Background: an optimization exercise with open tools, aiming at small area, a short achievable clock period and few clock cycles per item. Do not read the settings as production practice. Where RTL was checked, it was by simulation tests only, not by an equivalence proof against the original.

run A:
==> flow/design.v (excerpt) <==
module vector_magnitude_offset #(
    parameter int SAMPLE_WIDTH = 16
) (
    input  wire logic        clk,
    input  wire logic        rst_n,
    input  wire logic        pair_valid,
    output logic             pair_ready,
    input  wire logic [15:0] pair_x_value,
    input  wire logic [15:0] pair_y_value,
    input  wire logic        pair_last_in,
    output logic             result_valid,
    input  wire logic        result_ready,
    output logic [15:0]      result_magnitude,
    output logic             result_last_out
);
logic adv;
logic out_v, skid_v, ready_q, valid_q;
logic [8:0] v;
assign adv = ~skid_v;
always_ff @(posedge clk or negedge rst_n)
    if (!rst_n) v <= '0;
    else if (adv) v <= {v[7:0], pair_valid};
logic [15:0] xa, xb;
assign xa = pair_x_value[15] ? 16'(-pair_x_value) : pair_x_value;
assign xb = pair_y_value[15] ? 16'(-pair_y_value) : pair_y_value;
logic [15:0] p0_a;
logic [15:0] p0_b;
logic p0_last;
always_ff @(posedge clk) if (adv) begin
    p0_a <= xa;
    p0_b <= xb;
    p0_last <= pair_last_in;
end
logic pp1;
logic pp2;
assign pp1 = (p0_a[0] & p0_a[12]) ^ (p0_a[1] & p0_a[11]);
assign pp2 = (p0_a[0] & p0_a[12]) & (p0_a[1] & p0_a[11]);
logic pp3;
logic pp4;
assign pp3 = (p0_a[0] & p0_a[13]) ^ (p0_a[1] & p0_a[12]) ^ (p0_a[2] & p0_a[11]);
assign pp4 = ((p0_a[0] & p0_a[13]) & (p0_a[1] & p0_a[12])) | ((p0_a[0] & p0_a[13]) & (p0_a[2] & p0_a[11])) | ((p0_a[1] & p0_a[12]) & (p0_a[2] & p0_a[11]));
logic pp5;
logic pp6;
assign pp5 = (p0_a[0] & p0_a[14]) ^ (p0_a[1] & p0_a[13]) ^ (p0_a[2] & p0_a[12]);
assign pp6 = ((p0_a[0] & p0_a[14]) & (p0_a[1] & p0_a[13])) | ((p0_a[0] & p0_a[14]) & (p0_a[2] & p0_a[12])) | ((p0_a[1] & p0_a[13]) & (p0_a[2] & p0_a[12]));
logic pp7;
logic pp8;
assign pp7 = (p0_a[3] & p0_a[11]) ^ (p0_a[4] & p0_a[10]) ^ (p0_a[5] & p0_a[9]);
assign pp8 = ((p0_a[3] & p0_a[11]) & (p0_a[4] & p0_a[10])) | ((p0_a[3] & p0_a[11]) & (p0_a[5] & p0_a[9])) | ((p0_a[4] & p0_a[10]) & (p0_a[5] & p0_a[9]));
logic pp9;
logic pp10;
assign pp9 = (p0_a[1] & p0_a[14]) ^ (p0_a[2] & p0_a[13]) ^ (p0_a[3] & p0_a[12]);
  ...
==> flow/config.mk <==
export PLATFORM = sky130hd
export DESIGN_NAME = vector_magnitude_offset
export DESIGN_NICKNAME = vector_magnitude_offset
export VERILOG_FILES = /design/flow/design.v
export SDC_FILE = /design/flow/constraint.sdc
export NUM_CORES = 4
export LEC_CHECK = 0
export ABC_CLOCK_PERIOD_IN_PS = 3000
export CAP_MARGIN = 20
export CORE_MARGIN = 2
export CORE_UTILIZATION = 40
export PLACE_DENSITY = 0.6
export SETUP_SLACK_MARGIN = 4.0
export SLEW_MARGIN = 20
==> flow/constraint.sdc <==
create_clock -name core_clock -period 7.0 [get_ports {clk}]
set_input_delay 1.4000 -clock core_clock [delete_from_list [all_inputs] [get_ports {clk}]]
set_output_delay 1.4000 -clock core_clock [all_outputs]
set_load 0.01 [all_outputs]
run.sh (not shown) runs the stock make flow with config.mk's settings and CLKGATE_MAP_FILE= SYNTH_SCRIPT=/design/flow/synth_recipe.tcl, a recipe that flattens the netlist after the stock synthesis.
Run A: all stages complete, timing, DRC and antenna checks passed
Relative to run A, the following input files were edited for run B:
Settings: SETUP_SLACK_MARGIN: 4.0 -> 3.0; ABC_CLOCK_PERIOD_IN_PS: 3000 -> 4000.
--- outcome ---
Looking at maximum fanout encountered on the critical timing path, run B sits 20 above run A. Summary — area growth from synthesis to layout, run B relative to run A: lower, by 10 points. When the final numbers for run A and run B were put side by side, the via count turned out to be greater in run A. Run A has higher count of non-filler cells in the finished layout than run B. Run B: instance area at placement about 0.75% below run A. On number of cells on the critical path, the higher figure sits with run B, not run A. Re number of gates given a new drive strength after cts: run A was higher than run B. Run B ended up with a lower sum of routed wire length over all layers than run A did.
Input-level comparison between run C and run B:
Settings: changing SETUP_SLACK_MARGIN from 3.0 to 3.7; changing ABC_CLOCK_PERIOD_IN_PS from 4000 to 3300.
==> run summary <==
Per the comparison of run C with run B, non-clock buffer count in the final layout now larger, worst setup slack saw an increase.
When run C is measured against run B, its area growth from synthesis to layout turns out 5.9 points higher.
Compared to run B, run C has final cell count 112 higher.
The following lists how run D was set up differently from run C:
Settings: changing SETUP_SLACK_MARGIN from 3.7 to 3.5; changing ABC_CLOCK_PERIOD_IN_PS from 3300 to 3500.
[summary]
Taking run C as the reference point, the buffering stage count on the worst path with inverters included of run D rises by 1. Summary of run D over run C: post-layout minimum cycle time lower; number of stages on the worst setup path higher. Run D vs. run C: hold slack dropped 0.0083 ns; clock skew went down.
Function was not checked in any run of this note: the RTL went through the layout flow alone.

* * *

vector_magnitude_offset, a different RTL version from the one above (not shown whole).
Size: ~2,400 cells after synthesis, ~380 flip-flops, about 56 I/O pins.
Settings: LEC_CHECK=0, ABC_CLOCK_PERIOD_IN_PS=3500, CAP_MARGIN=20, CORE_MARGIN=2, CORE_UTILIZATION=40, PLACE_DENSITY=0.6, SETUP_SLACK_MARGIN=3.62, SLEW_MARGIN=20; clock period 7.0 ns.
Testbench counts at the start, summed over its fixed seeds: cycles 16,080, items 16,000.
Next try:
CORE_UTILIZATION = 50   (was 40)
PLACE_DENSITY = 0.7   (was 0.6)
SETUP_SLACK_MARGIN = 3.55   (was 3.62)
Worst setup slack is worse by 0.080 ns.
Cell area shrinks by about 2%.
Register-to-register slack is worse by 0.08 ns.
Sequential share of layout area grows by 0.74 points.
Fmax shrinks by about 2.3%.
Die area shrinks by 20%.
First-iteration DRC count grows by 35%.
Next try:
ABC_CLOCK_PERIOD_IN_PS = 3300   (was 3500)
CORE_UTILIZATION = 40   (was 50)
PLACE_DENSITY = 0.6   (was 0.7)
SETUP_SLACK_MARGIN = 3.65   (was 3.55)
=> Synthesized area does not change; utilization falls by 10 points; worst setup slack improves by 0.10 ns.

[port drivers added, routing unchanged]
No port has a modelled driver above. Below, the same layouts with a new extraction and two added sets of constraints.
Step 1 assumes that a clkbuf_16 drives the clock port and a buf_2 every other input.
Step 2 also shifts input and output timing later by t, the mid clock arrival at the registers, as if the neighbouring blocks saw the same clock.
Slacks: no drivers / after step 1 / after step 2; pairs: no drivers / after step 1.
run | t (ns) | setup slack, ns | hold WS [ns] | latest minus earliest clock arrival (ns) | slew at the worst register clock pin (ns)
run A | 0.627 | 3.643 / 3.643 / 3.518 | 0.408 / 0.408 / 0.408 | 0.021 / 0.021 | 0.07 / 0.07
run B | 0.641 | 3.341 / 3.341 / 3.234 | 0.404 / 0.404 / 0.404 | 0.031 / 0.030 | 0.08 / 0.08
run C | 0.647 | 3.590 / 3.590 / 3.295 | 0.413 / 0.413 / 0.413 | 0.030 / 0.030 | 0.06 / 0.06
run D | 0.641 | 3.598 / 3.598 / 3.231 | 0.404 / 0.404 / 0.404 | 0.029 / 0.030 | 0.08 / 0.08
the first run of note 2 | 0.639 | 3.626 / 3.626 / 3.295 | 0.411 / 0.411 / 0.411 | 0.017 / 0.017 | 0.06 / 0.06
the second run of note 2 | 0.611 | 3.546 / 3.546 / 3.197 | 0.414 / 0.414 / 0.414 | 0.015 / 0.015 | 0.06 / 0.06
the third run of note 2 | 0.629 | 3.646 / 3.646 / 3.274 | 0.404 / 0.404 / 0.404 | 0.017 / 0.018 | 0.06 / 0.06
After both steps setup and hold are still met in every run listed. The setup slack of the third run of note 2, which loses most, moves by 0.000 ns with the drivers and by -0.372 ns with both steps.
